This design comes from an exercise in tuning for small area, a short achievable clock period and few clock cycles on the open sky130 flow, not from production work. The RTL was checked by simulation tests, not by an equivalence proof against the original design. The flow treats the clock pin as an ideal source. Dropping or thinning the clock tree relies on that and would not hold on a real chip. No activity file was given, so power comes from the tool's default toggle rates.

## delta
==> flow/design.v (excerpt) <==
module polar_encoder
(
    input  logic       clk,
    input  logic       rst_n,
    input  logic       start,
    input  logic [9:0] N,
    input  logic [7:0] K,
    input  logic       in_valid,
    input  logic       in_bit,
    output logic       in_ready,
    output logic       out_valid,
    output logic       out_bit,
    input  logic       out_ready,
    output logic       busy,
    output logic       out_last
);
==> flow/config.mk <==
export PLATFORM = sky130hd
export DESIGN_NAME = polar_encoder
export DESIGN_NICKNAME = polar_encoder
export VERILOG_FILES = /design/flow/design.v
export SDC_FILE = /design/flow/constraint.sdc
export NUM_CORES = 8
export LEC_CHECK = 0
export CAP_MARGIN = 20
export CORE_MARGIN = 2
export CORE_UTILIZATION = 55
export CTS_BUF_LIST = sky130_fd_sc_hd__clkbuf_16
export CTS_CLUSTER_DIAMETER = 100
export CTS_CLUSTER_SIZE = 24
export PLACE_DENSITY = 0.65
export SLEW_MARGIN = 20
export SYNTH_HIERARCHICAL = 1
==> flow/constraint.sdc <==
create_clock -name core_clock -period 30.0 [get_ports {clk}]
set_input_delay 6.0000 -clock core_clock [delete_from_list [all_inputs] [get_ports {clk}]]
set_output_delay 6.0000 -clock core_clock [all_outputs]
set_load 0.01 [all_outputs]
standard.sh (not shown) runs the stock make flow with config.mk's settings and CLKGATE_MAP_FILE= SYNTH_SCRIPT=/design/flow/synth_recipe.tcl, a recipe that flattens the netlist after the stock synthesis.
==> flow/flow/run.sh <==
#!/bin/bash
# The standard layout with two changes:
#  - plain buffers (buf_2) on the ports, instead of the delay cell that
#    buffer_ports picks by default;
#  - a two-level clock tree built by flow/cts.tcl in place of TritonCTS.
set -e
export BUFFER_PORTS_ARGS="-buffer_cell sky130_fd_sc_hd__buf_2"
bash standard.sh place > standard_place.log 2>&1
export FLOW_RES=$PWD/orfs/results/sky130hd/polar_encoder/base
mkdir -p orfs/logs/sky130hd/polar_encoder/base
openroad -no_init -exit flow/cts.tcl > cts.log 2>&1
cp cts.log orfs/logs/sky130hd/polar_encoder/base/4_1_cts.log
bash standard.sh > standard.log 2>&1
Other scripts of this flow, unchanged in this note and not shown: flow/flow/cts.tcl, flow/flow/mcts.tcl
Testbench counts of delta, summed over its fixed seeds: cycles 51,710.
> inputs changed (delta -> xenon)
diff --git a/flow/design.v b/flow/design.v
--- a/flow/design.v
+++ b/flow/design.v
@@ -1075,16 +1075,17 @@
             qj_q  <= {1'b0, K};
             j_q   <= N[9] ? 4'd9 : N[8] ? 4'd8 : 4'd7;
             p_q   <= N[9] ? 4'd9 : N[8] ? 4'd8 : 4'd7;
             pha_q <= 1'b1;
             t_q   <= '0;
             c_q   <= 9'h1FF;
             lt_q  <= 1'b1;
             par_q <= 1'b0;
+            out_bit_q  <= 1'b0;
             out_last_q <= 1'b0;
             pact_q     <= 1'b0;
         end else begin
             if (su_q) begin
                 if (pha_q) begin
                     j_q <= j_q - 4'd1;
                     if (gt) begin
                         qj_q <= qj_q - {2'b00, binom};
@@ -1102,18 +1103,20 @@
             end
             if (init_q || v_q) begin
                 c_q  <= c_next;
                 f_q  <= f_next;
                 lt_q <= lt_next;
             end
             if (v_q) par_q <= par_q ^ b_q;
             if (init_q | k0) qj_q <= 9'd1;
-            if (!out_valid_q) out_bit_q <= par_q ^ (v_q & b_q) ^ (in_bit & in_ready_q);
-            if (out_go | k0) pact_q <= 1'b1;
+            if (out_go | k0) begin
+                out_bit_q <= par_q ^ (v_q & b_q) ^ (in_bit & hs_in);
+                pact_q    <= 1'b1;
+            end
             if (prod) begin
                 tb_q <= xbit;
                 tl_q <= (qj_q == nm1);
                 qj_q <= qj_q + 9'd1;
                 if (qj_q == nm1) pact_q <= 1'b0;
             end
             if (hs_out) begin
                 out_bit_q  <= tv_q ? tb_q : xbit;
## What came out
- xenon ran to completion and came out clean on the timing, DRC and antenna checks.
- xenon: sequential group share of total power higher than delta
- Compared with delta, xenon instantiates a smaller number of standard cells.
- Changes observed in xenon relative to delta: floorplan die width decreased about 0.4%, total via count in the routed design saw a decrease, clock skew after layout shows a reduction of 3.4 ps.
- On final count of pins violating max slew, delta tracks xenon almost exactly.
- In the metrics for xenon and delta, the one carrying the lower multiplexer area fraction after synthesis is xenon.
- Summary of xenon over delta: final worst-path setup slack went down by 22 ps; design area went down by about 0.7%; post-layout utilization of the core went up by 0.68 points.
- The number of synthesized flops with an enable pin of xenon is lower than that of delta.
- Compared with delta, xenon shows a lower number of cells traversed by the worst hold path.
- Summary: relative slew slack, xenon worse than delta
- Length of the first detailed-routing pass in iterations sits higher in xenon than in delta.
Testbench counts of xenon, summed over its fixed seeds: cycles 51,710.
In every run of this note, the design's own scripts or RTL, not TritonCTS, make the clock network.

==> what the ideal ports hide <==
In the flow no input, the clock included, has a driving cell. The finished layouts below were timed again as built, in two steps. Step 1 (the two cells are an assumption about what drives the block):
set clk [get_ports {clk}]
set_driving_cell -lib_cell sky130_fd_sc_hd__clkbuf_16 $clk
set_driving_cell -lib_cell sky130_fd_sc_hd__buf_2 [delete_from_list [all_inputs] $clk]
Step 2 times the ports against the registers' clock, not the clock port: input delays grow and output delays shrink by t, the midpoint of the rising clock arrivals with the driver on. a / b / c = no drivers / after step 1 / after step 2; a / b = the first two.
run	t (ns)	slack for setup (ns)	worst hold slack (ns)
delta	0.416	23.137 / 23.029 / 23.096	0.481 / 0.481 / 0.481
xenon	0.407	23.116 / 23.028 / 22.789	0.479 / 0.479 / 0.479
After both steps every run listed still meets setup and hold. The setup slack of xenon, which loses most, moves by -0.088 ns with the drivers and by -0.327 ns with both steps.
